Background: an optimization exercise with open tools, aiming at small area and a short achievable clock period. Do not read the settings as production practice.
RTL that was checked went through simulation tests only; none was proved equivalent to the original.
Function not checked in runs 1 and 2: the RTL went through the layout flow alone.
Power and IR drop assume default switching activity.

==> flow/design.v <==
`timescale 1ns / 1ps
`default_nettype none
package crcfr_pkg;
	localparam logic [31:0] CRC_POLY = 32'hEDB8_8320;
	localparam logic [31:0] CRC_INIT = 32'hFFFF_FFFF;
	localparam logic [31:0] CRC_RESIDUE  = 32'hDEBB_20E3;
	localparam logic [7:0]  RES_LOW_KEY  = 8'hED;
	localparam logic [23:0] RES_HIGH_KEY = 24'h00BE26;
	localparam logic [7:0] TYPE_INPUT = 8'h01;
	localparam logic [7:0] TYPE_EMPTY = 8'h02;
	localparam logic [2:0] STATUS_OK        = 3'd0;
	localparam logic [2:0] STATUS_SHORT     = 3'd1;
	localparam logic [2:0] STATUS_BAD_MAGIC = 3'd2;
	localparam logic [2:0] STATUS_BAD_CRC   = 3'd3;
	localparam logic [2:0] STATUS_EMPTY     = 3'd4;
	localparam logic [2:0] STATUS_TOO_LONG  = 3'd5;
	function automatic logic [31:0] crc32_byte(input logic [31:0] crc, input logic [7:0] b);
		logic [31:0] c;
		c = crc ^ {24'd0, b};
		for (int i = 0; i < 8; i++) begin
			c = c[0] ? ((c >> 1) ^ CRC_POLY) : (c >> 1);
		end
		crc32_byte = c;
	endfunction
endpackage
`default_nettype wire
`timescale 1ns / 1ps
`default_nettype none
module crcfr_frame_state (
	input  wire logic        in_valid,
	input  wire logic        out_ready,
	input  wire logic        out_valid_q,
	input  wire logic [7:0]  data_byte,
	input  wire logic        last_byte,
	input  wire logic [7:0]  crc_lo,       
	input  wire logic        pre_chk,      
	input  wire logic [2:0]  pre_status,   
	input  wire logic        pre_in,       
	input  wire logic [32:0] at,           
	output logic             in_ready,
	output logic             in_xfer,
	output logic             drop_hdr,     
	output logic [2:0]       stat,
	output logic [7:0]       fill,
	output logic [32:0]      wr
);
	logic lo_match, xlast, keep_hdr, keep_in;
	assign in_ready = !out_valid_q || out_ready;
	assign in_xfer  = in_valid && in_ready;
	assign xlast    = in_xfer && last_byte;
	assign lo_match = ((crc_lo ^ data_byte) == crcfr_pkg::RES_LOW_KEY);
	assign keep_hdr = pre_chk && (pre_status == crcfr_pkg::STATUS_OK) && lo_match;
	assign keep_in  = keep_hdr && pre_in;
	assign drop_hdr = last_byte && !keep_hdr;
	assign stat     = (pre_chk && !lo_match) ? crcfr_pkg::STATUS_BAD_CRC : pre_status;
	assign fill     = last_byte ? 8'd0 : data_byte;
	for (genvar k = 0; k <= 32; k++) begin : g_wr
		if (k >= 17) begin : g_in
			assign wr[k] = (in_xfer && at[k]) || (xlast && !keep_in);
		end else begin : g_hdr
			assign wr[k] = (in_xfer && at[k]) || (xlast && !keep_hdr);
		end
	end
endmodule
`default_nettype wire
`timescale 1ns / 1ps
`default_nettype none
module crc_frame_receiver_core (
	input  wire logic               clk,
	input  wire logic               arst_n,
	input  wire logic               magic_wr_en,
	input  wire logic [15:0]        magic_wr_data,
	input  wire logic               in_valid,
	output logic                    in_ready,
	input  wire logic [7:0]         data_byte,
	input  wire logic               last_byte,
	output logic                    out_valid,
	input  wire logic               out_ready,
	output logic [2:0]              status,
	output logic [7:0]              msg_type,
	output logic [31:0]             seq_number,
	output logic [63:0]             timestamp_bits,
	output logic [63:0]             keys_low,
	output logic [15:0]             keys_high,
	output logic signed [15:0]      cursor_dx,
	output logic signed [15:0]      cursor_dy,
	output logic [7:0]              buttons,
	output logic signed [7:0]       scroll,
	output logic [10:0]             payload_length
);
	localparam logic [10:0] CNT_BYTE0 = 11'd2027;
	logic [15:0]  magic_q;
	logic         out_valid_q;
	logic         mid_q;
	logic [10:0]  cnt_q;
	logic         nx_long_q, nx_lt21_q, nx_lt37_q, nx_eq21_q;
	logic         magic_ok_q;
	logic [31:0]  crc_q;
	logic         crc_hi_ok_q;
	logic [2:0]   status_q;
	logic [7:0]   type_q;
	logic [31:0]  seq_q;
	logic [63:0]  time_q;
	logic [79:0]  keys_q;
	logic [15:0]  dx_q;
	logic [15:0]  dy_q;
	logic [7:0]   buttons_q;
	logic [7:0]   scroll_q;
	logic         in_xfer;
	logic         first;
	logic [32:0]  at;
	logic [10:0]  cnt_inc;
	logic         long_c;
	logic         len_lt21, len_lt37, len_eq21;
	logic         is_input, is_empty;
	logic [31:0]  crc_nxt;
	logic         pre_chk;
	logic [2:0]   pre_status;
	logic [2:0]   stat_c;
	logic         drop_hdr;
	logic [7:0]   fill;
	logic [32:0]  wr;
	assign first = !mid_q;
	assign at[0] = first;
	for (genvar k = 1; k <= 32; k++) begin : g_at
		assign at[k] = mid_q && (cnt_q == 11'((k + 2027) % 2048));
	end
	assign cnt_inc  = (first ? CNT_BYTE0 : cnt_q) + 11'd1;
	assign long_c   = mid_q && nx_long_q;
	assign len_lt21 = first || nx_lt21_q;
	assign len_eq21 = mid_q && nx_eq21_q;
	assign len_lt37 = first || nx_lt37_q;
	assign is_input = (type_q == crcfr_pkg::TYPE_INPUT);
	assign is_empty = (type_q == crcfr_pkg::TYPE_EMPTY);
	assign crc_nxt = crcfr_pkg::crc32_byte(first ? crcfr_pkg::CRC_INIT : crc_q, data_byte);
	always_comb begin
		pre_chk = 1'b0;
		if (long_c) begin
			pre_status = crcfr_pkg::STATUS_TOO_LONG;
		end else if (len_lt21 || (is_input && len_lt37)) begin
			pre_status = crcfr_pkg::STATUS_SHORT;
		end else if (!magic_ok_q) begin
			pre_status = crcfr_pkg::STATUS_BAD_MAGIC;
		end else if (!crc_hi_ok_q) begin
			pre_status = crcfr_pkg::STATUS_BAD_CRC;
		end else begin
			pre_chk = 1'b1;
			if (is_empty && len_eq21) begin
				pre_status = crcfr_pkg::STATUS_EMPTY;
			end else begin
				pre_status = crcfr_pkg::STATUS_OK;
			end
		end
	end
	crcfr_frame_state u_xfer (
		.in_valid    (in_valid),
		.out_ready   (out_ready),
		.out_valid_q (out_valid_q),
		.data_byte   (data_byte),
		.last_byte   (last_byte),
		.crc_lo      (crc_q[7:0]),
		.pre_chk     (pre_chk),
		.pre_status  (pre_status),
		.pre_in      (is_input),
		.at          (at),
		.in_ready    (in_ready),
		.in_xfer     (in_xfer),
		.drop_hdr    (drop_hdr),
		.stat        (stat_c),
		.fill        (fill),
		.wr          (wr)
	);
	always_ff @(posedge clk or negedge arst_n) begin
		if (!arst_n) begin
			magic_q <= '0;
		end else if (magic_wr_en) begin
			magic_q <= magic_wr_data;
		end
	end
	always_ff @(posedge clk or negedge arst_n) begin
		if (!arst_n) begin
			out_valid_q <= 1'b0;
		end else if (in_xfer && last_byte) begin
			out_valid_q <= 1'b1;
		end else if (out_ready) begin
			out_valid_q <= 1'b0;
		end
	end
	always_ff @(posedge clk or negedge arst_n) begin
		if (!arst_n) begin
			mid_q <= 1'b0;
		end else if (in_xfer) begin
			mid_q <= !last_byte;
		end
	end
	always_ff @(posedge clk) begin
		if (in_xfer) begin
			cnt_q       <= drop_hdr ? 11'd0 : cnt_inc;
			nx_long_q   <= long_c || (mid_q && cnt_q == 11'd2026);
			nx_lt21_q   <= first || (cnt_q >= 11'd2027 && cnt_q <= 11'd2045);
			nx_eq21_q   <= mid_q && cnt_q == 11'd2046;
			nx_lt37_q   <= first || cnt_q >= 11'd2027 || cnt_q <= 11'd13;
			crc_q       <= crc_nxt;
			crc_hi_ok_q <= (crc_nxt[31:8] == crcfr_pkg::RES_HIGH_KEY);
			if (at[0]) magic_ok_q <= (data_byte == magic_q[7:0]);
			if (at[1]) magic_ok_q <= magic_ok_q && (data_byte == magic_q[15:8]);
			if (last_byte) status_q <= stat_c;
		end
	end
	always_ff @(posedge clk) begin
		if (wr[3]) type_q <= fill;
		for (int i = 0; i < 4; i++) begin
			if (wr[5 + i]) seq_q[8*i +: 8] <= fill;
		end
		for (int i = 0; i < 8; i++) begin
			if (wr[9 + i]) time_q[8*i +: 8] <= fill;
		end
		for (int i = 0; i < 10; i++) begin
			if (wr[17 + i]) keys_q[8*i +: 8] <= fill;
		end
		for (int i = 0; i < 2; i++) begin
			if (wr[27 + i]) dx_q[8*i +: 8] <= fill;
			if (wr[29 + i]) dy_q[8*i +: 8] <= fill;
		end
		if (wr[31]) buttons_q <= fill;
		if (wr[32]) scroll_q  <= fill;
	end
	assign out_valid      = out_valid_q;
	assign status         = status_q;
	assign msg_type       = type_q;
	assign seq_number     = seq_q;
	assign timestamp_bits = time_q;
	assign payload_length = cnt_q;
	assign keys_low       = keys_q[63:0];
	assign keys_high      = keys_q[79:64];
	assign cursor_dx      = dx_q;
	assign cursor_dy      = dy_q;
	assign buttons        = buttons_q;
	assign scroll         = scroll_q;
endmodule
`default_nettype wire
==> flow/flow/run.sh <==
#!/bin/bash
# Layout: the standard ORFS flow (standard.sh, which also runs the
# standard synthesis), with two changes made through ORFS's own variables:
# - buffer_ports inserts sky130_fd_sc_hd__buf_1 as every port's buffer (the
#   resizer may still upsize them);
# - clock tree synthesis inserts no dummy loads.
# Each tool's full output is in standard_flow.log here and in ORFS's logs
# under orfs/logs.
set -euo pipefail
export BUFFER_PORTS_ARGS="-buffer_cell sky130_fd_sc_hd__buf_1"
export CTS_ARGS="-sink_clustering_enable -repair_clock_nets -buf_list sky130_fd_sc_hd__clkbuf_8 -dont_use_dummy_load"
bash standard.sh > standard_flow.log 2>&1
==> flow/standard.sh <==
#!/bin/bash
# synth_recipe.tcl (not shown) runs the flow's synth.tcl, then flattens the netlist and writes it again
# the make line also repeats each setting of config.mk as NAME=value (left out here)
make -C /OpenROAD-flow-scripts/flow DESIGN_CONFIG=/design/flow/config.mk WORK_HOME=/design/flow/orfs CLKGATE_MAP_FILE= SYNTH_SCRIPT=/design/flow/synth_recipe.tcl "${@:-finish}"
==> flow/config.mk <==
export PLATFORM = sky130hd
export DESIGN_NAME = crc_frame_receiver_core
export DESIGN_NICKNAME = crc_frame_receiver_core
export VERILOG_FILES = /design/flow/design.v
export SDC_FILE = /design/flow/constraint.sdc
export NUM_CORES = 4
export LEC_CHECK = 0
export CAP_MARGIN = 20
export CORE_MARGIN = 2
export CORE_UTILIZATION = 40
export SETUP_SLACK_MARGIN = 2.6
export SLEW_MARGIN = 20
export SYNTH_HIERARCHICAL = 1
export TNS_END_PERCENT = 0
==> flow/constraint.sdc <==
create_clock -name core_clock -period 5.0 [get_ports {clk}]
set_input_delay 1.0000 -clock core_clock [delete_from_list [all_inputs] [get_ports {clk}]]
set_output_delay 1.0000 -clock core_clock [all_outputs]
set_load 0.01 [all_outputs]
==> run summary, run 1 <==
The run finished with no timing, DRC or antenna violations. TritonCTS built the clock tree. The path class of the lowest-slack min-delay path is primary input to async pin. 278 I/O pins were placed.

The analysis attributes to cell leakage a power of 5.09 nW. The worst setup path is captured at a flip-flop. The logs give 2,628 for the number of fill cells and 5 for the detailed-routing iteration count for the pre-antenna-repair pass. Max-cap violations in this run came to 0.

For the initial antenna violation count, the log shows 1. Commonest non-fill, non-tap cell in the layout: sky130_fd_sc_hd__edfxtp_1. Setup repair after global routing could not meet its margin everywhere. In this run the deepest clock path goes through 3 buffers.

The insertion delay to the later sink of the worst-skew pair was 0.59 ns. The final layout contains routed wiring with a total length of 32.6 mm. The relative max-transition margin is 42.0%, and the estimated wirelength of the detail-placed design is 21.5 mm.

Per report_power, the clock group accounts for 24.6% of the total. Across the VDD grid, the largest voltage drop is 219 uV. The critical path is of the primary input to flip-flop type. The core region is 30,300 sq um. The part of the total power dissipated in combinational logic is 27.6%, and the die width is 179 um. The H-tree was split into 2 levels.

TritonCTS created 50 clock buffers. The wire length per cell is 21.3 um, and the number of antenna-violating nets in the routed design is 0. After global routing the overflow that remains totals 0.

The analysis attributes to net switching a power of 2.09 mW. The initial utilization of the core area, before any placement, comes to 40.3%. The floorplan die height came out at 179 um.

The peak clock frequency supported by timing is 327 MHz. The tools report the number of max-slew violations in the final report as 0. The number of clock sinks seen by CTS came out at 302. Setup violations remaining at the end of the flow were counted as 0.

The final critical path takes up 61.1% of the cycle. The hold-fix buffer count after cts is 0, and the number of DRC markers in iteration 0 is 619. Data on the critical path is required at its endpoint by 5.35 ns. Of all nets on the critical path, the largest fanout is 10. In the final timing run, aggregate negative setup slack is 0 ns. The run gives 826 as the number of nets produced by synthesis.

The final-stage net count is 1,165, and the time the worst path needs with I/O delays and setup is 3.06 ns. The internal power of the cells totals 4.90 mW. The number of placed instances, taps included, is 1,445. The worst setup slack before clock tree synthesis was 0.975 ns; the placer congestion estimate was 0.828. The run gives 45.6 mm as the wire length of the first global-routing pass. In this run the mean area of a mapped cell was 15.4 sq um. The area added between synthesis and finish works out to 23.4%. The via count of the first global-routing pass was 7,124. The library cells used most frequently in the layout, excluding fill and tap cells, are 284 x sky130_fd_sc_hd__edfxtp_1, 270 x sky130_fd_sc_hd__buf_1, 66 x sky130_fd_sc_hd__xnor2_1, 66 x sky130_fd_sc_hd__nor2_1, 50 x sky130_fd_sc_hd__clkbuf_8. Number of port buffers: 277. For the overall power consumption, the log shows 6.99 mW.

The via count normalized by instance count is 5.00, and the pin count of the biggest net entering global routing is 50. Of the cells placed in the final design, the portion with a size suffix greater than 1 is 16.6%. At the pin with the least slew margin, the transition time is 0.870 ns. The number of hold violations in the final report came out at 0. Dividing total power by cell area gives a power density of 463 nW/um^2. The cell chosen for the clock root is sky130_fd_sc_hd__clkbuf_8.

Net switching is 29.9% of the power. The floorplan step defined a die boundary enclosing 32,000 sq um. Clock-pin slew was measured on the worst setup and hold paths at 0.06 ns. The vias after detailed routing was 7,643.

Yosys printed 7 warnings. Sequential cells account for 47.8% of the total power. The logs give 19.5% for the global router's overall resource usage and 1.94 ns for the post-route worst setup slack. Across the routed clock network, the largest skew measured is 0.0918 ns.

The remaining routing DRC violations is 0, and the data arrival time of the critical path is 3.40 ns. The run gives 64 as the floorplan row count. The mapped netlist covers 12,200 sq um. STA classifies the critical path startpoint as a primary input. The cell count after synthesis came out at 794. Once layout is complete, the cells apart from fillers number 1,528.
-- critical path, stage by stage --
cell	delay [ns]
sky130_fd_sc_hd__clkbuf_4	0.20
sky130_fd_sc_hd__xor2_1	0.20
sky130_fd_sc_hd__a21oi_2	0.29
sky130_fd_sc_hd__nor2_8	0.10
sky130_fd_sc_hd__inv_2	0.07
sky130_fd_sc_hd__ha_1	0.13
sky130_fd_sc_hd__inv_1	0.03
sky130_fd_sc_hd__or4bb_1	0.47
sky130_fd_sc_hd__or4_1	0.40
sky130_fd_sc_hd__a2111o_1	0.32
sky130_fd_sc_hd__nor4_2	0.18
-- final cells by class --
cell class | instances | area (sq um) | area share (%)
clock buffer | 50 | 688 | 4.56
sequential | 302 | 8980 | 59.5
antenna | 1 | 2.50 | 0.0166
inverter | 41 | 158 | 1.04
tap | 396 | 495 | 3.28
timing repair buffer | 325 | 1550 | 10.2
multi-input combinational | 413 | 3230 | 21.4
-- timing repair --
| item | CTS | global route |
|---|---|---|
| gates resized for setup | 40 | 31 |
| cloned | 1 | 1 |
| setup endpoints to repair | 252 | 292 |
| pin swaps | 10 | 6 |
| setup buffers | 9 | 21 |
-- stage by stage --
step                      instance area, sq um  hold WS [ns]  utilization (%)
after floorplan                          12300         0.501                -
after global placement                   13700         0.521             45.3
after detailed placement                 13700         0.522             45.3
after CTS                                14800         0.530             48.6
after global routing                     15100         0.433             49.8
final                                    15100         0.441             49.8
-- state kept, by name (all words and copies together) (netlist names), 3 cells and up --
signal	cells
buttons_q	8
magic_q	16
time_q	64
scroll_q	8
seq_q	32
keys_q	80
crc_q	32
type_q	8
dx_q	16
dy_q	16
status_q	3
cnt_q	11
-- power by group through the flow --
stage                     clock, mW  combinational [mW]  sequential [mW]
final                          1.72                1.93             3.34
after global routing           1.87                2.09             3.38
after CTS                      1.76                1.83             3.35
after detailed placement          0                1.77             3.41
after global placement            0                1.77             3.40
after floorplan                   0                1.33             3.37
-- worst paths after layout --
kind                              start          end  slack (ns)  depth (start not counted)
setup / recovery           data_byte[1]  crc_hi_ok_q        1.94                         11
hold / removal                   arst_n  magic_q[12]        0.44                          1
setup reg to reg              type_q[5]     cnt_q[4]        2.00                         11
hold reg to reg              magic_q[6]   magic_q[6]        0.53                          1
max in group asynchronous        arst_n        mid_q        4.20                          1
min in group core_clock      magic_q[6]   magic_q[6]        0.53                          1
-- layer usage --
metal / part of all wire (%) / vias up / GRT usage, %
met4: 1.9 / 0 / 5.32
met3: 7.6 / 49 / 4.09
met1: 40 / 3752 / 25.1
met2: 50 / 335 / 33.5
li1: - / 3507 / -
met5: 0 / - / 0
==> inputs of run 2 (changes only) <==
--- a/flow/config.mk
+++ b/flow/config.mk
@@ -10,5 +10,4 @@
 export CORE_UTILIZATION = 40
 export SETUP_SLACK_MARGIN = 2.6
 export SLEW_MARGIN = 20
-export SYNTH_HIERARCHICAL = 1
 export TNS_END_PERCENT = 0
==> run summary, run 2 <==
The net count of the finished layout is 1,093. Once the floorplan was initialized, standard cells occupied 40.5% of the core. STA classifies the critical path startpoint as a primary input. Fraction of registers with async set or reset after synthesis: 5.96%. The detailed router put a total of 12.0 mm of wire on met1. Sorting the synthesized cells by area gives the leading types as sky130_fd_sc_hd__edfxtp_1 71%, sky130_fd_sc_hd__xnor2_1 5.0%, sky130_fd_sc_hd__dfrtp_1 3.8%. Number of levels in the clock H-tree: 2. The number of max-slew violations in the final report came out at 0.

Initial antenna violation count: 0. Clock-pin slew was measured on the worst setup and hold paths at 0.06 ns. Worst-case clock skew: 0.0966 ns.

Setup violations remaining at the end of the flow were counted as 0. Synthesis instantiated 56 different standard cells from the library. The data arrival time of the critical path is 2.95 ns, and the vias after detailed routing is 7,049. Setup repair after global routing could not meet its margin everywhere.

The commonest cells after synthesis are 284 x sky130_fd_sc_hd__edfxtp_1, 68 x sky130_fd_sc_hd__xnor2_1, 48 x sky130_fd_sc_hd__xor2_1. The wire length per cell is 20.8 um, and the number of nets produced by synthesis is 739. In this run the remaining antenna-violating nets after routing total 0. In this run, post-CTS hold repair placed 0 buffers. The largest registers in the layout are keys_q x80, time_q x64. After layout, the worst setup slack is 2.32 ns. Across the VDD grid, the largest voltage drop is 374 uV. The maximum fanout count along the critical path was 8. The run finished with no timing, DRC or antenna violations. The pre-antenna-repair detailed-routing pass consisted of 5 iterations. In the layout the commonest cells are 284 x sky130_fd_sc_hd__edfxtp_1, 274 x sky130_fd_sc_hd__buf_1, 64 x sky130_fd_sc_hd__xnor2_1. For this block, the routed nets add up to 30.1 mm of wire.

In the final layout, the multi-input gates occupy 3190 sq um. For the overall overflow remaining after global route, the log shows 0. In the detailed route, the total length drawn on met3 is 1.83 mm. Fill cells in the final layout number 2,564. The complex-gate fraction of the synthesized area was 3.02%.

The area fraction of the dominant cell type after synthesis works out to 71.3%. Before CTS, the worst setup slack after placement is 1.12 ns. The highest layer touched by signal routing is met4. Summing every instance area after synthesis gives 12,000 sq um. For the worst setup path, the data required time is 5.27 ns.

Counting flops per register, the top entry is keys_q. Counting tap cells, the placed design contains a total of 1,361 instances. Dividing the synthesized area by the synthesized cell count gives 16.9 sq um. Routability-driven placement finished with a final weighted congestion of 0.793. The die width works out to 177 um. STA classifies the critical path endpoint as a flip-flop. The tools report the number of antenna repair diodes as 0.

After synthesis, the share of cell area in mux cells is 1.80%. The relative max-transition margin came out at 32.7%. The tools report the final design area excluding fillers as 14,900 sq um. Of all cell types, the one taking the most synthesized area is sky130_fd_sc_hd__edfxtp_1.

Post-synthesis register bit count: 302. The remaining routing DRC violations was 0. Prevailing post-synth register cell: sky130_fd_sc_hd__edfxtp_1.

Based on the critical path, the design can be clocked at up to 373 MHz. No sink is reached through more buffers than the 3 on the longest clock path. TritonCTS built the clock tree. The flip-flop count of the largest register after layout is 80, and the number of DRC markers in iteration 0 is 573. The clock net in this run drives a total of 302 sinks.

Path class of the lowest-slack min-delay path: primary input to async pin. Commonest non-fill, non-tap cell in the layout: sky130_fd_sc_hd__edfxtp_1. The floorplan die height works out to 177 um. Of the total synthesized cell area, the portion taken by XOR and XNOR cells is 11.7%. Synthesis produced a netlist whose cell count is 707.

The critical path is of the primary input to flip-flop type. Yosys mapped a number of flops with a built-in enable equal to 284. The wire length of the first global-routing pass came out at 43.1 mm.

The share of layout cells above drive strength 1 works out to 18.7%. After synthesis, the largest family of logic cells by area is XOR/XNOR gates. The number of hold violations in the final report was 0; the total met2 wirelength after detailed routing was 15.7 mm. The share of synthesized cell area in full adder, half adder and majority cells is 0.209%. The run gives 19.8 mm as the estimated wirelength of the detail-placed design. The via count of the first global-routing pass came out at 6,923. Entering global routing, the biggest net connects 44 pins. The via count normalized by instance count works out to 4.86. The tree is rooted in a sky130_fd_sc_hd__clkbuf_8. The logs give 1 for the count of yosys warnings during synthesis and 75.1% for the share of synthesized area occupied by flip-flops and latches. The floorplan step defined a die boundary enclosing 31,300 sq um. For this design the ratio of total power to cell area is 498 nW/um^2.

From synthesis to final layout, the design area changed by 24.6%. The count of buffers added on input and output ports is 277. After floorplanning, the core was divided into 63 placement rows. At the pin with the least slew margin, the transition time is 1.01 ns. The count of max-cap constraint violations is 0. 278 I/O pins were placed. Of the available clock period, the critical path in the final layout requires 53.6%. By instance count, the leading cell after synthesis is sky130_fd_sc_hd__edfxtp_1. The sequential cells in the finished layout cover a total of 8980 sq um. The routed design could run at a clock period as short as 2.68 ns.

Insertion delay to the later sink of the worst-skew pair: 0.58 ns. The global router's overall resource usage is 18.7%, and the total negative slack is 0 ns. The basic-gate share of the synthesized area counting and, or, nand and nor cells was 6.66%.

The core region is 29,600 sq um. The analysis attributes to cell leakage a power of 5.08 nW. In this run the cell area measured after placement is 13,700 sq um. Once layout is complete, the cells apart from fillers number 1,449. The number of buffers created by CTS is 50.
[run 2: timing repair]
| action | 4_1_cts | 5_1_grt |
|---|---|---|
| setup buffers | 22 | 15 |
| endpoints found under the setup margin | 245 | 252 |
| resized for setup | 35 | 6 |
| cloned | 0 | 1 |
| pin swaps | 6 | 8 |
| endpoints found under the hold margin | 0 | 0 |
[run 2: worst max-delay path, stage by stage]
cell,delay [ns]
sky130_fd_sc_hd__buf_1,0.08
sky130_fd_sc_hd__buf_6,0.14
sky130_fd_sc_hd__xor2_1,0.17
sky130_fd_sc_hd__nand4_1,0.14
sky130_fd_sc_hd__nor3_2,0.30
sky130_fd_sc_hd__nand2_2,0.13
sky130_fd_sc_hd__o41ai_4,0.39
sky130_fd_sc_hd__buf_12,0.18
sky130_fd_sc_hd__buf_4,0.13
sky130_fd_sc_hd__buf_6,0.15
sky130_fd_sc_hd__o21ai_4,0.12
[run 2: kinds of logic after synthesis]
logic type,after synthesis
compound gates,60
xor+xnor,133
buf+inv,37
fa+ha+maj,2
flops,302
simple gates,154
mux,19
[run 2: metrics by stage]
step / util [%] / hold slack [ns] / power (mW)
2_1_floorplan: - / 0.501 / 5.08
3_3_place_gp: 46.3 / 0.515 / 5.54
3_5_place_dp: 46.3 / 0.516 / 5.55
4_1_cts: 49.8 / 0.528 / 7.41
5_1_grt: 50.4 / 0.433 / 7.82
6_report: 50.4 / 0.410 / 7.42
[run 2: final cells by class]
type / count / area share, %
Sequential cell: 302 / 60.2
Multi-Input combinational cell: 368 / 21.4
Timing Repair Buffer: 329 / 10.2
Clock buffer: 50 / 4.62
Tap cell: 390 / 3.27
Inverter: 10 / 0.269
[run 2: final timing paths]
check                      slack [ns]          end         start  depth (start not counted)
max                              2.32   keys_q[23]  data_byte[3]                         11
min                              0.41  out_valid_q        arst_n                          1
max reg2reg                      2.39   keys_q[23]      crc_q[1]                         10
min reg2reg                      0.52   magic_q[6]    magic_q[6]                          1
max in group asynchronous        4.27  magic_q[11]        arst_n                          1
min in group core_clock          0.52   magic_q[6]    magic_q[6]                          1
[run 2: routing by layer]
layer  vias up  GRT usage (%)
li1       3247              -
met2       295           33.7
met5         -              0
met1      3455           23.2
met4         0           5.27
met3        52           3.01
[run 2: power by group]
part           leakage (nW)  total, mW  internal, mW  switching [mW]
clock                 0.359       1.70         0.875           0.820
combinational          1.80       2.37          1.14            1.23
sequential             2.92       3.36          3.20           0.167
==> inputs of run 3 (changes only) <==
--- a/flow/design.v
+++ b/flow/design.v
@@ -6,6 +6,7 @@
 	localparam logic [31:0] CRC_RESIDUE  = 32'hDEBB_20E3;
 	localparam logic [7:0]  RES_LOW_KEY  = 8'hED;
 	localparam logic [23:0] RES_HIGH_KEY = 24'h00BE26;
+	localparam logic [15:0] RES_PRE_KEY  = 16'hBE26;
 	localparam logic [7:0] TYPE_INPUT = 8'h01;
 	localparam logic [7:0] TYPE_EMPTY = 8'h02;
 	localparam logic [2:0] STATUS_OK        = 3'd0;
@@ -30,12 +31,14 @@
 	input  wire logic        in_valid,
 	input  wire logic        out_ready,
 	input  wire logic        out_valid_q,
+	input  wire logic        mid,          
 	input  wire logic [7:0]  data_byte,
 	input  wire logic        last_byte,
 	input  wire logic [7:0]  crc_lo,       
 	input  wire logic        pre_chk,      
+	input  wire logic        pre_ok,       
+	input  wire logic        pre_in,       
 	input  wire logic [2:0]  pre_status,   
-	input  wire logic        pre_in,       
 	input  wire logic [32:0] at,           
 	output logic             in_ready,
 	output logic             in_xfer,
@@ -49,10 +52,11 @@
 	assign in_xfer  = in_valid && in_ready;
 	assign xlast    = in_xfer && last_byte;
 	assign lo_match = ((crc_lo ^ data_byte) == crcfr_pkg::RES_LOW_KEY);
-	assign keep_hdr = pre_chk && (pre_status == crcfr_pkg::STATUS_OK) && lo_match;
-	assign keep_in  = keep_hdr && pre_in;
+	assign keep_hdr = mid && pre_ok && lo_match;
+	assign keep_in  = mid && pre_in && lo_match;
 	assign drop_hdr = last_byte && !keep_hdr;
-	assign stat     = (pre_chk && !lo_match) ? crcfr_pkg::STATUS_BAD_CRC : pre_status;
+	assign stat     = !mid ? crcfr_pkg::STATUS_SHORT
+	                : (pre_chk && !lo_match) ? crcfr_pkg::STATUS_BAD_CRC : pre_status;
 	assign fill     = last_byte ? 8'd0 : data_byte;
 	for (genvar k = 0; k <= 32; k++) begin : g_wr
 		if (k >= 17) begin : g_in
@@ -93,10 +97,11 @@
 	logic         out_valid_q;
 	logic         mid_q;
 	logic [10:0]  cnt_q;
-	logic         nx_long_q, nx_lt21_q, nx_lt37_q, nx_eq21_q;
+	logic         nx_long_q;
 	logic         magic_ok_q;
 	logic [31:0]  crc_q;
-	logic         crc_hi_ok_q;
+	logic         pre_chk_q, pre_ok_q, pre_in_q;
+	logic [2:0]   pre_status_q;
 	logic [2:0]   status_q;
 	logic [7:0]   type_q;
 	logic [31:0]  seq_q;
@@ -111,11 +116,14 @@
 	logic [32:0]  at;
 	logic [10:0]  cnt_inc;
 	logic         long_c;
-	logic         len_lt21, len_lt37, len_eq21;
-	logic         is_input, is_empty;
+	logic         long_n, lt21_n, lt37_n, eq21_n;
+	logic         magic_ok_n;
+	logic [7:0]   type_n;
+	logic         is_input_n, is_empty_n;
+	logic         crc_hi_ok_n;
 	logic [31:0]  crc_nxt;
-	logic         pre_chk;
-	logic [2:0]   pre_status;
+	logic         pre_chk_n, pre_ok_n;
+	logic [2:0]   pre_status_n;
 	logic [2:0]   stat_c;
 	logic         drop_hdr;
 	logic [7:0]   fill;
@@ -127,41 +135,50 @@
 	end
 	assign cnt_inc  = (first ? CNT_BYTE0 : cnt_q) + 11'd1;
 	assign long_c   = mid_q && nx_long_q;
-	assign len_lt21 = first || nx_lt21_q;
-	assign len_eq21 = mid_q && nx_eq21_q;
-	assign len_lt37 = first || nx_lt37_q;
-	assign is_input = (type_q == crcfr_pkg::TYPE_INPUT);
-	assign is_empty = (type_q == crcfr_pkg::TYPE_EMPTY);
 	assign crc_nxt = crcfr_pkg::crc32_byte(first ? crcfr_pkg::CRC_INIT : crc_q, data_byte);
+	assign long_n      = long_c || (mid_q && cnt_q == 11'd2026);
+	assign lt21_n      = first || (cnt_q >= 11'd2027 && cnt_q <= 11'd2045);
+	assign lt37_n      = first || cnt_q >= 11'd2027 || cnt_q <= 11'd13;
+	assign eq21_n      = mid_q && cnt_q == 11'd2046;
+	assign magic_ok_n  = at[0] ? (data_byte == magic_q[7:0])
+	                   : at[1] ? (magic_ok_q && data_byte == magic_q[15:8]) : magic_ok_q;
+	assign type_n      = at[3] ? data_byte : type_q;
+	assign is_input_n  = (type_n == crcfr_pkg::TYPE_INPUT);
+	assign is_empty_n  = (type_n == crcfr_pkg::TYPE_EMPTY);
+	assign crc_hi_ok_n = mid_q && data_byte == crc_q[7:0]
+	                  && crc_q[31:16] == crcfr_pkg::RES_PRE_KEY;
 	always_comb begin
-		pre_chk = 1'b0;
-		if (long_c) begin
-			pre_status = crcfr_pkg::STATUS_TOO_LONG;
-		end else if (len_lt21 || (is_input && len_lt37)) begin
-			pre_status = crcfr_pkg::STATUS_SHORT;
-		end else if (!magic_ok_q) begin
-			pre_status = crcfr_pkg::STATUS_BAD_MAGIC;
-		end else if (!crc_hi_ok_q) begin
-			pre_status = crcfr_pkg::STATUS_BAD_CRC;
+		pre_chk_n = 1'b0;
+		if (long_n) begin
+			pre_status_n = crcfr_pkg::STATUS_TOO_LONG;
+		end else if (lt21_n || (is_input_n && lt37_n)) begin
+			pre_status_n = crcfr_pkg::STATUS_SHORT;
+		end else if (!magic_ok_n) begin
+			pre_status_n = crcfr_pkg::STATUS_BAD_MAGIC;
+		end else if (!crc_hi_ok_n) begin
+			pre_status_n = crcfr_pkg::STATUS_BAD_CRC;
 		end else begin
-			pre_chk = 1'b1;
-			if (is_empty && len_eq21) begin
-				pre_status = crcfr_pkg::STATUS_EMPTY;
+			pre_chk_n = 1'b1;
+			if (is_empty_n && eq21_n) begin
+				pre_status_n = crcfr_pkg::STATUS_EMPTY;
 			end else begin
-				pre_status = crcfr_pkg::STATUS_OK;
+				pre_status_n = crcfr_pkg::STATUS_OK;
 			end
 		end
 	end
+	assign pre_ok_n = (pre_status_n == crcfr_pkg::STATUS_OK);
 	crcfr_frame_state u_xfer (
 		.in_valid    (in_valid),
 		.out_ready   (out_ready),
 		.out_valid_q (out_valid_q),
+		.mid         (mid_q),
 		.data_byte   (data_byte),
 		.last_byte   (last_byte),
 		.crc_lo      (crc_q[7:0]),
-		.pre_chk     (pre_chk),
-		.pre_status  (pre_status),
-		.pre_in      (is_input),
+		.pre_chk     (pre_chk_q),
+		.pre_ok      (pre_ok_q),
+		.pre_in      (pre_in_q),
+		.pre_status  (pre_status_q),
 		.at          (at),
 		.in_ready    (in_ready),
 		.in_xfer     (in_xfer),
@@ -196,14 +213,13 @@
 	always_ff @(posedge clk) begin
 		if (in_xfer) begin
 			cnt_q       <= drop_hdr ? 11'd0 : cnt_inc;
-			nx_long_q   <= long_c || (mid_q && cnt_q == 11'd2026);
-			nx_lt21_q   <= first || (cnt_q >= 11'd2027 && cnt_q <= 11'd2045);
-			nx_eq21_q   <= mid_q && cnt_q == 11'd2046;
-			nx_lt37_q   <= first || cnt_q >= 11'd2027 || cnt_q <= 11'd13;
-			crc_q       <= crc_nxt;
-			crc_hi_ok_q <= (crc_nxt[31:8] == crcfr_pkg::RES_HIGH_KEY);
-			if (at[0]) magic_ok_q <= (data_byte == magic_q[7:0]);
-			if (at[1]) magic_ok_q <= magic_ok_q && (data_byte == magic_q[15:8]);
+			nx_long_q    <= long_n;
+			crc_q        <= crc_nxt;
+			magic_ok_q   <= magic_ok_n;
+			pre_chk_q    <= pre_chk_n;
+			pre_ok_q     <= pre_ok_n;
+			pre_in_q     <= pre_ok_n && is_input_n;
+			pre_status_q <= pre_status_n;
 			if (last_byte) status_q <= stat_c;
 		end
 	end
--- a/flow/config.mk
+++ b/flow/config.mk
@@ -10,4 +10,5 @@
 export CORE_UTILIZATION = 40
 export SETUP_SLACK_MARGIN = 2.6
 export SLEW_MARGIN = 20
+export SYNTH_HIERARCHICAL = 1
 export TNS_END_PERCENT = 0
==> run summary, run 3 <==
The run finished with no timing, DRC or antenna violations. For this design the static power due to leakage is 4.82 nW. Sequential cells account for 50.2% of the total power. The effective utilization at floorplan is 40.7%, and the worst path buffer plus inverter count is 2. The slowest cell on the critical path was sky130_fd_sc_hd__buf_4.

The initial antenna violation count came out at 0. In this run the worst setup path begins at data_byte[0]. Clock tree synthesis selected as its root buffer the cell sky130_fd_sc_hd__clkbuf_8. The congestion estimate from routability-driven global placement came to 0.779. After detailed routing, the total wire length is 31.8 mm.

The delay contributed by the slowest stage of the critical path was 0.43 ns; the post-synthesis average cell area was 16.0 sq um. The logs give 0 for the remaining routing DRC violations and 0 for the hold-fix buffer count after cts. The cell area that synthesis handed to floorplanning was 12,100 sq um. The kind of cell with the highest combined delay along the critical path is compound AO/OA/AOI/OAI gates. STA classifies the critical path endpoint as a flip-flop. The worst voltage drop across the vdd grid is 213 uV, and the full die area is 31,700 sq um. Setup violations remaining at the end of the flow were counted as 0. The number of antenna diodes in the final layout is 0. Leaving out fill and tap cells, the most frequent cell in the layout is sky130_fd_sc_hd__edfxtp_1. The number of port buffers works out to 277. The tools report the number of max-slew violations in the final report as 0. Fraction of power spent switching nets: 28.9%. The tools report the estimated wirelength of the detail-placed design as 21.3 mm. The register with the most flip-flops in the layout has 80 of them. The ratio of final minimum period to clock period was 53.1%; the area added between synthesis and finish was 20.2%.

Buffers added to address setup during post-CTS repair amount to 0. 278 I/O pins were placed. Floorplan die height: 178 um. TritonCTS built the clock tree. In this run the deepest clock path goes through 3 buffers. The clock transition at the registers of the reported paths is 0.05 ns, and the share of layout cells above drive strength 1 is 13.9%. The cell internal power dissipation is 4.88 mW. Clock skew on the completed layout was measured at 0.0578 ns. The tools report the critical register-to-register path startpoint as mid_q. The run gives 2.87 ns as the data arrival time of the critical path.

The via count normalized by instance count was 4.99; the relative max-transition margin was 33.0%. The largest registers in the layout are keys_q x80, time_q x64. For the pin with the worst max-slew slack, the measured transition is 1.00 ns. The vias after detailed routing was 7,299. The number of clock buffers added by TritonCTS is 48. Core footprint: 29,800 sq um. The floorplan row count is 63.

The worst setup path is launched from a primary input. At the worst endpoint, the required time is 5.22 ns. The run gives 0 ns as the total negative slack. Combinational logic is responsible for 25.6% of the overall power. After the first detailed-routing iteration, the DRC count stood at 549. Path class of the lowest-slack min-delay path: primary input to async pin. Summed over all layers, the global routing overflow is 0. Across the run, the number of max-cap violations was 0. Synthesis handed over a netlist of 759 instances. The number of hold violations in the final report is 0, and the number of levels in the clock H-tree is 2. From left edge to right edge, the die measures 178 um. The final-stage net count is 1,105, and the count of yosys warnings during synthesis is 7. The maximum fanout count along the critical path is 16, and the clock network fraction of total power is 24.2%. Counting every net in the synthesized netlist gives 790. Subtracting the final worst setup slack from the clock period gives 2.66 ns. Fill cells in the final layout number 2,549. The peak clock frequency supported by timing came out at 377 MHz. Clock latency on the worst-skew pair, taken at its later pin, is 0.55 ns. By startpoint and endpoint, the worst setup path is classified as primary input to flip-flop.

Wire length per cell: 21.8 um. Register with the most flip-flops: keys_q. The detailed-routing iteration count for the pre-antenna-repair pass is 5. The via count of the first global-routing pass is 7,026, and the power per unit of standard cell area is 471 nW/um^2. In this run the remaining antenna-violating nets after routing total 0. The analysis attributes to net switching a power of 1.98 mW. The first global-routing pass estimated 45.1 mm of wire. The global router's overall resource usage was 19.4%. Entering global routing, the biggest net connects 45 pins.

Traced cell by cell, the critical path runs through buf_1, xor2_1, nand4_2, o41ai_4, buf_4, a21oi_2. In the layout the commonest cells are 286 x sky130_fd_sc_hd__edfxtp_1, 275 x sky130_fd_sc_hd__buf_1, 74 x sky130_fd_sc_hd__xnor2_1. Setup repair after global routing could not meet its margin everywhere. The tree built by TritonCTS fans out to 304 sinks.

The design draws 6.87 mW.
-- run 3: cell types whose count changed in the layout (fill, tap and decap cells not counted), sizes merged, moves of 4 or more --
cell,change
o21ai,-28
a21oi,+27
nand2,-11
nor4,+4
nand2b,-5
o21a,-5
nor2,+25
nand4b,+4
buf,-29
inv,+26
nand3,+5
-- run 3: per-stage QoR --
| step | instances | util (%) | hold slack, ns | cell area, sq um | worst slack (ns) |
|---|---|---|---|---|---|
| global route | 1462 | 49.0 | 0.421 | 14600 | 2.29 |
| global placement | 1411 | 45.9 | 0.511 | 13700 | 1.60 |
| detailed placement | 1411 | 45.9 | 0.517 | 13700 | 1.53 |
| CTS | 1460 | 48.3 | 0.398 | 14400 | 2.19 |
| floorplan | 759 | - | 0.486 | 12200 | 2.25 |
| finish | 1462 | 49.0 | 0.423 | 14600 | 2.34 |
-- run 3: path summary, 6_finish.rpt --
| kind | end | slack (ns) | cells past startpoint |
|---|---|---|---|
| worst max-delay path | keys_q[9] | 2.34 | 6 |
| worst min-delay path | magic_q[11] | 0.42 | 2 |
| worst max register to register | pre_status_q[0] | 2.47 | 6 |
| worst min register to register | magic_q[4] | 0.52 | 1 |
| max in group asynchronous | magic_q[0] | 4.32 | 2 |
| min in group core_clock | magic_q[4] | 0.52 | 1 |
-- run 3: area by class of cell --
type	count	area [sq um]	share of cell area, %
Sequential cell	304	9040	62.0
Multi-Input combinational cell	382	3030	20.7
Timing Repair Buffer	299	1220	8.35
Timing Repair inverter	2	12.5	0.0858
Clock buffer	48	661	4.53
Tap cell	390	488	3.35
Inverter	37	143	0.978
-- run 3: power groups by stage --
stage	sequential, mW	clock, mW	combinational, mW
floorplan	3.44	0	1.36
global placement	3.50	0	1.72
detailed placement	3.50	0	1.72
CTS	3.45	1.71	1.74
global route	3.48	1.82	1.91
finish	3.45	1.66	1.76
-- run 3: timing repair --
action                                  4_1_cts  5_1_grt
cloned                                        1        1
endpoints found under the setup margin      309      287
gates resized for setup                      13       35
-- run 3: worst register-to-register path, delay by kind of cell, from the launching register on --
| family | cells | cell delay (ns) |
|---|---|---|
| and+or+nand+nor | 2 | 0.87 |
| AOI/OAI and AO/OA | 2 | 0.55 |
| DFF | 1 | 0.37 |
| buffers and inverters | 1 | 0.32 |
| muxes | 1 | 0.17 |
-- run 3: layer usage --
metal,GRT usage [%],routed length (um)
met1,25.5,13200
met2,32.8,15800
met3,3.45,2060
met4,6.30,806
met5,0,0
==> inputs of run 4 (changes only) <==
--- a/flow/config.mk
+++ b/flow/config.mk
@@ -10,5 +10,4 @@
 export CORE_UTILIZATION = 40
 export SETUP_SLACK_MARGIN = 2.6
 export SLEW_MARGIN = 20
-export SYNTH_HIERARCHICAL = 1
 export TNS_END_PERCENT = 0
==> run summary, run 4 <==
The flow ran to the end and the layout has no timing, DRC or antenna violations. The capturing point of the worst reg2reg path was time_q[38]. The number of different library cells used by synthesis comes to 49. Setup repair after global routing could not meet its margin everywhere. The effective utilization at floorplan came out at 40.7%.

The critical path is of the primary input to flip-flop type. Number of DRC markers in iteration 0: 666. Sequential cells were found to cover 76.9% of the synthesized design area.

The core region is 28,900 sq um. Before antenna repair, the detailed router went through 5 iterations. The top cell types in the final layout, fill and taps aside, are 286 x sky130_fd_sc_hd__edfxtp_1, 269 x sky130_fd_sc_hd__buf_1, 75 x sky130_fd_sc_hd__xnor2_1. The ratio of final minimum period to clock period came out at 49.7%. For the initial antenna violation count, the log shows 2. Of all flip-flops after synthesis, the portion carrying an async set or reset was 5.92%. The first global-routing pass estimated 44.0 mm of wire.

Summed over all instances, the cell type with the most area after synthesis is sky130_fd_sc_hd__edfxtp_1. The analysis attributes to net switching a power of 1.91 mW. The min-delay analysis places its worst path in the category primary input to async pin.

The register with the most flip-flops was keys_q. The cell chosen for the clock root is sky130_fd_sc_hd__clkbuf_8. TritonCTS built the clock tree. The count of max-cap constraint violations came out at 0.

For the final database, setup skew stands at 0.0663 ns. The logs give 0.57 ns for the insertion delay to the later sink of the worst-skew pair and 208 uV for the worst voltage drop across the vdd grid. The die width is 175 um, and the wire length per cell is 22.0 um.

Synthesized cell area: 11,800 sq um. After synthesis, the most frequently instantiated cells are 286 x sky130_fd_sc_hd__edfxtp_1, 78 x sky130_fd_sc_hd__xnor2_1, 43 x sky130_fd_sc_hd__xor2_1. The prevailing post-synth register cell was sky130_fd_sc_hd__edfxtp_1. The tools report the number of buffers on the longest clock path as 3. For this run, design rule violations remaining after detail routing come to 0. After synthesis, the cell types taking the most area are sky130_fd_sc_hd__edfxtp_1 73%, sky130_fd_sc_hd__xnor2_1 5.8%, sky130_fd_sc_hd__dfrtp_1 3.8%. Global routing consumed, over all layers together, 19.6% of the routing resources. The required time of the critical path was 5.17 ns. The via count normalized by instance count came out at 4.94.

Number of port buffers: 277. The number of hold violations in the final report is 0. The count of endpoints failing setup in the final report was 0; the internal reg-to-reg setup slack was 2.60 ns. The worst-case reg-to-reg path depth is 4, and the post-synthesis average cell area is 17.1 sq um. The register share of total power was 50.8%; the number of max-slew violations in the final report was 0.

The overall overflow remaining after global route was 0; the power per unit of standard cell area was 468 nW/um^2. The hold-fix buffer count after cts is 0. The area fraction of the dominant cell type after synthesis was 73.0%; the floorplan row count was 62. The count of yosys warnings during synthesis was 1. Of the total power, the share spent switching nets is 28.1%. The placed instances occupy a cell area of 13,600 sq um.

The floorplan die height was 175 um. The number of antenna-violating nets in the routed design was 0; the number of enable flip-flop cells after synthesis was 286. The worst register-to-register path begins at mid_q.

The H-tree was split into 2 levels. The cell leakage power was 4.82 nW; the data arrival time of the critical path was 2.65 ns. The via count of the first global-routing pass is 6,783, and the estimated wirelength of the detail-placed design is 20.7 mm. The worst path buffer plus inverter count is 1. The vias after detailed routing is 6,864, and the delay contributed by the slowest stage of the critical path is 0.99 ns. For this block, the routed nets add up to 30.6 mm of wire.

The time the worst path needs with I/O delays and setup is 2.49 ns, and the peak clock frequency supported by timing is 402 MHz. The relative max-transition margin was 33.1%. Traced cell by cell, the critical path runs through clkdlybuf4s15_1, nor2b_4. The clock transition at the registers of the reported paths came out at 0.05 ns.

The maximum fanout count along the critical path is 30. The cell internal power dissipation was 4.88 mW; the share of layout cells above drive strength 1 was 16.5%. The most common cell in the synthesized netlist is sky130_fd_sc_hd__edfxtp_1. The pin count of the biggest net entering global routing is 31. The run gives 14,500 sq um as the final design area excluding fillers.

On the critical path, the stage with the largest delay is an instance of sky130_fd_sc_hd__nor2b_4. Combinational logic burns 24.8% of the power. In the final layout, the registers with the most flip-flops are keys_q x80, time_q x64.

The total negative slack was 0 ns. The critical path endpoint category was a flip-flop. The number of nets in the synthesized netlist is 719. Per report_power, the clock group accounts for 24.4% of the total. The kind of cell adding the most delay to the critical path was simple AND/OR/NAND/NOR gates.

The placer congestion estimate was 0.799. Pin placement for this block handled 278 I/O pins. Final-stage net count: 1,036. The number of clock buffers added by TritonCTS is 48. The library cell used most frequently in the layout, excluding fill and tap cells, is sky130_fd_sc_hd__edfxtp_1. The post-synthesis register bit count was 304; the number of clock sinks seen by CTS was 304.

The number of standard cells after synthesis is 688, and the actual transition at the worst max-transition pin is 1.00 ns. The register with the most flip-flops in the layout has 80 of them. Area added between synthesis and finish: 23.4%. The die covers 30,800 sq um.

STA classifies the critical path startpoint as a primary input.
## run 4: worst max path at each step
stage	startpoint	to	cells after the start
after floorplan	out_ready	time_q[0]	5
final	last_byte	keys_q[66]	2
after global routing	last_byte	keys_q[26]	2
after CTS	cnt_q[2]	payload_length[2]	1
after global placement	data_byte[0]	dx_q[0]	6
after detailed placement	data_byte[0]	dx_q[1]	6
## run 4: timing repair
item	4_1_cts	5_1_grt
hold endpoints to repair	0	0
setup buffers	8	5
gates resized for setup	22	13
pin swaps	3	2
setup endpoints to repair	284	253
## run 4: layer usage
layer / wire length [um] / vias up / GRT usage (%)
met5: 0 / - / 0
met1: 12700 / 3340 / 25.8
met2: 14700 / 346 / 32.4
met3: 2290 / 61 / 4.44
li1: - / 3117 / -
met4: 904 / 0 / 6.27
## run 4: final cells by class
class,instances,area (sq um)
fillers,2440,14300
clock buffers,48,661
multi-input cells,343,3030
well taps,384,480
diodes,2,5.00
repair buffers,297,1250
inverters,11,41.3
flip-flops and latches,304,9040
## run 4: logic make-up (layout without fill, tap and decap cells)
kind of cell / Yosys count / in the layout / synth area share, %
compound gates: 54 / 54 / 2.68
xor+xnor: 130 / 130 / 10.7
fa+ha+maj: 1 / 1 / 0.106
buf+inv: 41 / 356 / 1.59
flops: 304 / 304 / 76.9
mux: 18 / 18 / 1.70
other cells: 0 / 2 / 0
simple gates: 140 / 140 / 6.39
## run 4: power by group through the flow
| stage | Sequential [mW] | Clock, mW | Combinational (mW) |
|---|---|---|---|
| floorplan | 3.42 | 0 | 1.36 |
| global placement | 3.50 | 0 | 1.66 |
| detailed placement | 3.50 | 0 | 1.66 |
| CTS | 3.45 | 1.70 | 1.69 |
| global route | 3.48 | 1.81 | 1.85 |
| finish | 3.45 | 1.66 | 1.69 |
## run 4: through the flow
| stage | setup slack [ns] | hold slack [ns] | total power [mW] | cells | util (%) |
|---|---|---|---|---|---|
| floorplan | 2.40 | 0.482 | 4.78 | 688 | - |
| global placement | 1.55 | 0.490 | 5.16 | 1325 | 47.0 |
| detailed placement | 1.53 | 0.501 | 5.16 | 1325 | 47.0 |
| CTS | 2.51 | 0.515 | 6.85 | 1381 | 50.0 |
| global route | 2.45 | 0.381 | 7.14 | 1387 | 50.3 |
| finish | 2.51 | 0.382 | 6.79 | 1389 | 50.3 |
## run 4: worst register-to-register path: cells and delay by family (launching register included)
kind            cells  cell delay (ns)
compound gates      1             0.32
simple gates        3             1.11
flops               1             0.62
==> inputs of run 5 (changes only) <==
--- a/flow/design.v
+++ b/flow/design.v
@@ -35,8 +35,6 @@
 	input  wire logic [7:0]  data_byte,
 	input  wire logic        last_byte,
 	input  wire logic [7:0]  crc_lo,       
-	input  wire logic        pre_chk,      
-	input  wire logic        pre_ok,       
 	input  wire logic        pre_in,       
 	input  wire logic [2:0]  pre_status,   
 	input  wire logic [32:0] at,           
@@ -48,6 +46,10 @@
 	output logic [32:0]      wr
 );
 	logic lo_match, xlast, keep_hdr, keep_in;
+	logic pre_chk, pre_ok;
+	assign pre_chk  = (pre_status == crcfr_pkg::STATUS_OK)
+	               || (pre_status == crcfr_pkg::STATUS_EMPTY);
+	assign pre_ok   = (pre_status == crcfr_pkg::STATUS_OK);
 	assign in_ready = !out_valid_q || out_ready;
 	assign in_xfer  = in_valid && in_ready;
 	assign xlast    = in_xfer && last_byte;
@@ -100,7 +102,7 @@
 	logic         nx_long_q;
 	logic         magic_ok_q;
 	logic [31:0]  crc_q;
-	logic         pre_chk_q, pre_ok_q, pre_in_q;
+	logic         pre_in_q;
 	logic [2:0]   pre_status_q;
 	logic [2:0]   status_q;
 	logic [7:0]   type_q;
@@ -122,7 +124,7 @@
 	logic         is_input_n, is_empty_n;
 	logic         crc_hi_ok_n;
 	logic [31:0]  crc_nxt;
-	logic         pre_chk_n, pre_ok_n;
+	logic         pre_ok_n;
 	logic [2:0]   pre_status_n;
 	logic [2:0]   stat_c;
 	logic         drop_hdr;
@@ -148,7 +150,6 @@
 	assign crc_hi_ok_n = mid_q && data_byte == crc_q[7:0]
 	                  && crc_q[31:16] == crcfr_pkg::RES_PRE_KEY;
 	always_comb begin
-		pre_chk_n = 1'b0;
 		if (long_n) begin
 			pre_status_n = crcfr_pkg::STATUS_TOO_LONG;
 		end else if (lt21_n || (is_input_n && lt37_n)) begin
@@ -158,7 +159,6 @@
 		end else if (!crc_hi_ok_n) begin
 			pre_status_n = crcfr_pkg::STATUS_BAD_CRC;
 		end else begin
-			pre_chk_n = 1'b1;
 			if (is_empty_n && eq21_n) begin
 				pre_status_n = crcfr_pkg::STATUS_EMPTY;
 			end else begin
@@ -175,8 +175,6 @@
 		.data_byte   (data_byte),
 		.last_byte   (last_byte),
 		.crc_lo      (crc_q[7:0]),
-		.pre_chk     (pre_chk_q),
-		.pre_ok      (pre_ok_q),
 		.pre_in      (pre_in_q),
 		.pre_status  (pre_status_q),
 		.at          (at),
@@ -216,8 +214,6 @@
 			nx_long_q    <= long_n;
 			crc_q        <= crc_nxt;
 			magic_ok_q   <= magic_ok_n;
-			pre_chk_q    <= pre_chk_n;
-			pre_ok_q     <= pre_ok_n;
 			pre_in_q     <= pre_ok_n && is_input_n;
 			pre_status_q <= pre_status_n;
 			if (last_byte) status_q <= stat_c;
==> flow/flow/run.sh (replaced) <==
#!/bin/bash
# Layout: the standard ORFS flow (standard.sh, which also runs the
# standard synthesis), with changes made through ORFS's own variables:
# - buffer_ports inserts sky130_fd_sc_hd__buf_1 as every port's buffer (the
#   resizer may still upsize them);
# - the resizer may not use the delay cells (only needed for hold fixing,
#   which this design does not need);
# - clock tree synthesis inserts no dummy loads, with clkbuf_8 buffers and
#   sink clusters of at most 16 flip-flops within 60 um.
# Each tool's full output is in standard_flow.log here and in ORFS's logs
# under orfs/logs.
set -euo pipefail
export BUFFER_PORTS_ARGS="-buffer_cell sky130_fd_sc_hd__buf_1"
export DONT_USE_CELLS="sky130_fd_sc_hd__clkdlybuf4s15_1 sky130_fd_sc_hd__clkdlybuf4s15_2 sky130_fd_sc_hd__clkdlybuf4s18_1 sky130_fd_sc_hd__clkdlybuf4s18_2 sky130_fd_sc_hd__clkdlybuf4s25_1 sky130_fd_sc_hd__clkdlybuf4s25_2 sky130_fd_sc_hd__clkdlybuf4s50_1 sky130_fd_sc_hd__clkdlybuf4s50_2 sky130_fd_sc_hd__dlygate4sd1_1 sky130_fd_sc_hd__dlygate4sd2_1 sky130_fd_sc_hd__dlygate4sd3_1 sky130_fd_sc_hd__dlymetal6s2s_1 sky130_fd_sc_hd__dlymetal6s4s_1 sky130_fd_sc_hd__dlymetal6s6s_1"
export CTS_ARGS="-sink_clustering_enable -repair_clock_nets -buf_list sky130_fd_sc_hd__clkbuf_8 -dont_use_dummy_load -sink_clustering_size 16 -sink_clustering_max_diameter 60"
bash standard.sh > standard_flow.log 2>&1
--- a/flow/config.mk
+++ b/flow/config.mk
@@ -8,6 +8,6 @@
 export CAP_MARGIN = 20
 export CORE_MARGIN = 2
 export CORE_UTILIZATION = 40
-export SETUP_SLACK_MARGIN = 2.6
+export SETUP_SLACK_MARGIN = 2.75
 export SLEW_MARGIN = 20
-export TNS_END_PERCENT = 0
+export TNS_END_PERCENT = 20
==> run summary, run 5 <==
Number of antenna-violating nets in the routed design: 0. The number of hold violations in the final report is 0, and the distinct cell type count after synthesis is 45. The min-delay analysis places its worst path in the category primary input to async pin. In this run the cell area measured after placement is 13,400 sq um.

The first global-routing pass estimated 44.9 mm of wire. The first routing iteration left 743 violations. The portion of synthesized area spent on multiplexers is 1.65%. In this run, CTS created clock tree buffers numbering 27. For this run, design rule violations remaining after detail routing come to 0. The worst setup path is captured at a flip-flop. For the overall power consumption, the log shows 6.35 mW.

The number of port buffers is 277, and the clock transition at the registers of the reported paths is 0.09 ns. Element type at the critical path start: a primary input. The startpoint identified for the worst register-to-register timing path is crc_q[5]. The number of levels in the clock H-tree was 1; the area added between synthesis and finish was 23.9%. The routed design has 31.3 mm of wire.

The core footprint is 28,600 sq um, and the share of synthesized cell area in full adder, half adder and majority cells is 0.108%. The library cells used most frequently in the layout, excluding fill and tap cells, are 284 x sky130_fd_sc_hd__edfxtp_1, 271 x sky130_fd_sc_hd__buf_1, 99 x sky130_fd_sc_hd__xnor2_1. The worst-case reg-to-reg path depth is 8.

Counting every net in the synthesized netlist gives 725. Measured along the y axis, the die boundary spans 174 um. Commonest non-fill, non-tap cell in the layout: sky130_fd_sc_hd__edfxtp_1. The number of clock sinks seen by CTS is 302, and the number of antenna repair diodes is 0. In this run, synthesis inferred 284 flip-flops with an integrated enable. Together, buffers and inverters on the worst path number 3. Dividing the final minimum period by the clock period gives 50.0%. In the final layout, the registers with the most flip-flops are keys_q x80, time_q x64.

Largest family of logic cells by synthesized area: XOR/XNOR gates. Cell taking the most area after synthesis: sky130_fd_sc_hd__edfxtp_1. The run gives 0 as the count of endpoints failing setup in the final report.

The power per unit of standard cell area is 441 nW/um^2, and the fraction of registers with async set or reset after synthesis is 5.96%. The die width came out at 174 um. The finished cells cover 14,400 sq um.

For the final routed database, the setup TNS stands at 0 ns. Actual transition at the worst max-transition pin: 0.843 ns. In the global route stage, overall resource usage came out at 20.1%. Area fraction of the dominant cell type after synthesis: 73.5%. At the end of the flow the core is filled with cells to 50.2%.

Delay contributed by the slowest stage of the critical path: 0.49 ns. Capturing point of the worst reg2reg path: keys_q[2]. The cell family contributing the most delay on the critical path is simple AND/OR/NAND/NOR gates.

The worst voltage drop across the vdd grid is 199 uV. The synthesized design contains 302 register bits. Counting stages on the worst path, the most repeated cell is sky130_fd_sc_hd__o21ai_4. The run gives 278 as the I/O pin count.

The cell area that synthesis handed to floorplanning was 11,600 sq um. By instance count, the leading cell after synthesis is sky130_fd_sc_hd__edfxtp_1. Ranked by flip-flop count, first place goes to keys_q. The cell leakage power was 4.68 nW. Sorting the synthesized cells by area gives the leading types as sky130_fd_sc_hd__edfxtp_1 74%, sky130_fd_sc_hd__xnor2_1 7.5%, sky130_fd_sc_hd__dfrtp_1 3.9%. The detailed-routing iteration count for the pre-antenna-repair pass was 5. The cell count after synthesis came out at 694. In this run the register-to-register setup slack is 2.54 ns. The share of synthesized area occupied by flip-flops and latches is 77.4%, and the basic-gate share of the synthesized area counting and, or, nand and nor cells is 6.49%. The initial antenna violation count came out at 2. In this run the tightest slew margin relative to its limit is 43.5%. The estimated wirelength of the detail-placed design was 21.3 mm; the number of buffers on the longest clock path was 3. The pin count of the biggest net entering global routing is 30.

Across the run, the number of max-cap violations was 0. In the final routed layout, each cell accounts on average for 22.2 um. Share of layout cells above drive strength 1: 16.8%.

The clock arrives with 0.0911 ns of skew. For the vias after detailed routing, the log shows 7,027. The critical path goes through buf_2, xnor2_1, or3b_1, or4_4, o21ai_4, buf_6, buf_8, o21ai_4. The logs give 2.78 ns for the data arrival time of the critical path and 1 for the count of yosys warnings during synthesis. The overall overflow remaining after global route came out at 0. The placer congestion estimate is 0.819, and the full die area is 30,400 sq um. The via count normalized by instance count is 4.97, and the required time of the critical path is 5.28 ns. The post-synthesis average cell area is 16.7 sq um. By count the netlist is led by 284 x sky130_fd_sc_hd__edfxtp_1, 99 x sky130_fd_sc_hd__xnor2_1, 36 x sky130_fd_sc_hd__nand2_1, 36 x sky130_fd_sc_hd__nor2_1, 36 x sky130_fd_sc_hd__xor2_1.

The post-synthesis xor/xnor area fraction was 10.2%. Of all nets on the critical path, the largest fanout is 8. The tools report the floorplan row count as 62. The insertion delay to the later sink of the worst-skew pair is 0.60 ns. For this configuration, the core starts out at a cell density of 40.5%. Flip-flop count of the largest register after layout: 80. The slowest cell on the critical path was sky130_fd_sc_hd__or4_4. For the via count of the first global-routing pass, the log shows 6,752.

Peak clock frequency supported by timing: 400 MHz. TritonCTS built the clock tree. The complex-gate fraction of the synthesized area is 2.60%. The number of max-slew violations in the final report was 0. Setup repair after global routing could not meet its margin everywhere. After the last flow step, the layout net total stands at 1,063.

The critical setup path kind is primary input to flip-flop. Prevailing post-synth register cell: sky130_fd_sc_hd__edfxtp_1. Counting I/O delays and the setup requirement, the final critical path takes 2.50 ns. The run finished with no timing, DRC or antenna violations. In this run the clock root is driven by a sky130_fd_sc_hd__clkbuf_8.
## run 5: changes by cell type after synthesis, moves of 5 or more
cell                      before  now
sky130_fd_sc_hd__and3_1        0    5
sky130_fd_sc_hd__inv_1        11    6
sky130_fd_sc_hd__nand2_1      42   36
sky130_fd_sc_hd__xor2_1       43   36
sky130_fd_sc_hd__xnor2_1      78   99
sky130_fd_sc_hd__nor2_1       18   36
## run 5: layout make-up
| type | count | area [sq um] |
|---|---|---|
| fill | 2453 | 14200 |
| inverter | 7 | 33.8 |
| multi-input combinational | 353 | 2900 |
| clock buffer | 27 | 372 |
| sequential | 302 | 8980 |
| timing repair buffer | 341 | 1610 |
| tap | 384 | 480 |
## run 5: repair_timing
| item | in CTS | in global routing |
|---|---|---|
| cloned | 0 | 0 |
| setup endpoints to repair | 277 | 264 |
| gates resized for setup | 41 | 21 |
| pin swaps | 7 | 11 |
| setup buffers | 15 | 25 |
| hold buffers | 0 | 0 |
## run 5: worst reg2reg max path, stage by stage, from the launching register on
cell,delay (ns)
sky130_fd_sc_hd__edfxtp_1,0.47
sky130_fd_sc_hd__xor2_1,0.23
sky130_fd_sc_hd__nand2_1,0.07
sky130_fd_sc_hd__or3b_1,0.34
sky130_fd_sc_hd__or4_4,0.49
sky130_fd_sc_hd__o21ai_4,0.20
sky130_fd_sc_hd__buf_6,0.13
sky130_fd_sc_hd__buf_8,0.14
sky130_fd_sc_hd__o21ai_4,0.12
## run 5: logic make-up after synthesis
family,Yosys count
AO/OA/AOI/OAI,53
flip-flops,302
adder cells (fa/ha/maj),1
XOR/XNOR,135
buffers and inverters,39
AND/OR/NAND/NOR,147
multiplexers,17
## run 5: metal layers
layer / part of all wire, % / vias to the layer above / GRT usage (%)
li1: - / 3174 / -
met1: 41 / 3450 / 26.6
met2: 48 / 336 / 33.2
met3: 7.4 / 63 / 4.07
met4: 3.7 / 4 / 7.11
met5: 0.086 / - / 0
## run 5: how the worst max path moves through the flow
stage                  from               to  slack, ns  cells past startpoint
2_1_floorplan  data_byte[5]       time_q[56]       2.06                      8
3_3_place_gp   data_byte[7]      scroll_q[4]       1.12                      7
3_5_place_dp   data_byte[7]         dx_q[10]       1.09                      7
4_1_cts            cnt_q[4]          dy_q[2]       2.46                      4
5_1_grt            cnt_q[6]  pre_status_q[2]       2.47                      6
6_report       data_byte[6]        keys_q[2]       2.50                      8
## run 5: stage by stage
stage / setup WS [ns] / hold WS (ns) / cells
floorplan: 2.06 / 0.501 / 694
global placement: 1.12 / 0.520 / 1346
detailed placement: 1.09 / 0.523 / 1346
CTS: 2.46 / 0.537 / 1388
global route: 2.47 / 0.441 / 1414
finish: 2.50 / 0.420 / 1414
## run 5: power breakdown
group	internal, mW	switching (mW)	total (mW)	leakage (nW)
registers	3.19	0.218	3.41	2.92
clock network	0.480	0.740	1.22	0.194
logic	0.810	0.904	1.71	1.56
total	4.48	1.86	6.35	4.68
==> inputs of run 6 (changes only) <==
--- a/flow/config.mk
+++ b/flow/config.mk
@@ -8,6 +8,6 @@
 export CAP_MARGIN = 20
 export CORE_MARGIN = 2
 export CORE_UTILIZATION = 40
-export SETUP_SLACK_MARGIN = 2.75
+export SETUP_SLACK_MARGIN = 2.65
 export SLEW_MARGIN = 20
-export TNS_END_PERCENT = 20
+export TNS_END_PERCENT = 10
==> run summary, run 6 <==
The flow ran to the end and the layout has no timing, DRC or antenna violations. The first global-routing pass estimated 44.5 mm of wire. The count of endpoints failing setup in the final report was 0; the net switching power was 1.83 mW.

The run gives 2,463 as the number of fill cells. The number of hold violations in the final report is 0. For this design the ratio of total power to cell area is 445 nW/um^2. The post-synthesis register bit count was 302; the final-stage net count was 1,037. Flip-flop count of the largest register after layout: 80.

The most numerous cell on the critical path was sky130_fd_sc_hd__buf_6. The overall overflow remaining after global route came out at 0. The tools report the number of DRC markers in iteration 0 as 725.

After synthesis the cells add up to 11,600 sq um. STA classifies the critical path endpoint as a flip-flop. Cell leakage power: 4.54 nW. In the final layout, the registers with the most flip-flops are keys_q x80, time_q x64. The die covers 30,400 sq um.

0 antenna diodes ended up in the layout. The clock drives 302 sinks. The largest total area in the synthesized netlist belongs to sky130_fd_sc_hd__edfxtp_1.

Initial antenna violation count: 1. Across all hold checks on the routed design, the worst slack comes to 0.416 ns. Across the VDD grid, the largest voltage drop is 216 uV. Across the run, the number of max-cap violations was 0.

The run gives 0 as the hold-fix buffer count after cts. Setup repair after global routing could not meet its margin everywhere. Number of enable flip-flop cells after synthesis: 284.

The core footprint came out at 28,600 sq um. The worst setup path is of the primary input to flip-flop kind. The cell chosen for the clock root is sky130_fd_sc_hd__clkbuf_8.

Yosys mapped the design onto 45 distinct sky130hd cell types. The run gives 6,727 as the via count of the first global-routing pass. The total negative slack was 0 ns; the worst path buffer plus inverter count was 2. Peak clock frequency supported by timing: 383 MHz. The total wire length after detailed routing was 31.0 mm. The library cell used most frequently in the layout, excluding fill and tap cells, is sky130_fd_sc_hd__edfxtp_1. The tools report the number of placed instances, taps included as 1,343. The cell family contributing the most delay on the critical path is simple AND/OR/NAND/NOR gates.

The share of layout cells above drive strength 1 came out at 13.8%. The number of clock buffers added by TritonCTS is 28. The tools report the number of levels in the clock H-tree as 1. Of the total power, combinational logic draws 26.0%. In this run the tightest slew margin relative to its limit is 34.4%. The post-synthesis average cell area came out at 16.7 sq um. The path class of the lowest-slack min-delay path is primary input to async pin.

The placed instances occupy a cell area of 13,300 sq um. After detailed routing, the number of vias per cell comes to 4.98.
==> run 6: cell counts after synthesis <==
Identical to the previous run, type by type.
==> run 6: timing repair <==
action,4_1_cts,5_1_grt
endpoints found under the setup margin,259,251
hold endpoints to repair,0,0
setup buffers,8,8
pin swaps,4,2
gates resized for setup,34,12
gates cloned,0,1
==> run 6: final timing paths <==
| check | from | endpoint | depth (start not counted) |
|---|---|---|---|
| max in group asynchronous | arst_n | mid_q | 1 |
| setup reg to reg | crc_q[0] | crc_q[19] | 6 |
| min in group core_clock | magic_q[5] | magic_q[5] | 1 |
| hold reg to reg | magic_q[5] | magic_q[5] | 1 |
| hold / removal | arst_n | magic_q[3] | 1 |
| setup / recovery | data_byte[5] | type_q[3] | 8 |
==> run 6: per-layer routing <==
metal  GRT usage, %  wire length, um  vias to the layer above
li1               -                -                     3125
met3           4.27             2240                       39
met1           26.2            12900                     3423
met4           4.62              591                        0
met5              0                0                        -
met2           33.6            15200                      321
==> run 6: cell families after synthesis <==
group | after synthesis | share of synthesized area [%]
buffers and inverters | 39 | 1.55
and+or+nand+nor | 147 | 6.49
adders and majority gates | 1 | 0.108
muxes | 17 | 1.65
DFF | 302 | 77.4
xor gates and xnor gates | 135 | 10.2
AOI/OAI and AO/OA | 53 | 2.60
==> run 6: area by class of cell <==
| class | instances | area (sq um) | area share, % |
|---|---|---|---|
| Multi-Input combinational cell | 354 | 2810 | 20.0 |
| Sequential cell | 302 | 8980 | 63.8 |
| Timing Repair Buffer | 313 | 1390 | 9.88 |
| Tap cell | 384 | 480 | 3.41 |
| Clock buffer | 28 | 385 | 2.74 |
| Inverter | 7 | 26.3 | 0.187 |
==> run 6: through the flow <==
step                power [mW]  worst slack [ns]
global placement          5.06              1.18
CTS                       6.31              2.43
finish                    6.27              2.39
detailed placement        5.07              1.17
floorplan                 4.64              2.06
global route              6.58              2.36
==> run 6: power groups by stage <==
stage	Combinational, mW	Clock (mW)	Sequential (mW)
3_3_place_gp	1.57	0	3.49
2_1_floorplan	1.25	0	3.39
6_report	1.63	1.22	3.41
4_1_cts	1.63	1.26	3.42
3_5_place_dp	1.59	0	3.48
5_1_grt	1.79	1.35	3.44

==> afterwards: timing with drivers on the ports <==
How much do the figures lean on ideal ports? The routed layouts below were timed once more, with nothing changed but the port constraints.
Step 1: set_driving_cell puts a clkbuf_16 on clk and a buf_2 on each other input, an assumption about the parent block.
Step 2 also shifts input and output timing later by t, the mid clock arrival at the registers, as if the neighbouring blocks saw the same clock.
Slacks: ideal ports / drivers / drivers and shift; pairs: ideal ports / drivers.
run	t, ns	setup WS [ns]
run 1	0.588	1.943 / 1.956 / 1.368
run 2	0.574	2.318 / 2.333 / 1.760
run 3	0.568	2.344 / 2.365 / 1.797
run 4	0.584	2.513 / 2.523 / 1.941
run 5	0.598	2.502 / 2.524 / 1.927
run 6	0.589	2.389 / 2.402 / 1.813
After both steps every run listed still meets setup and hold.
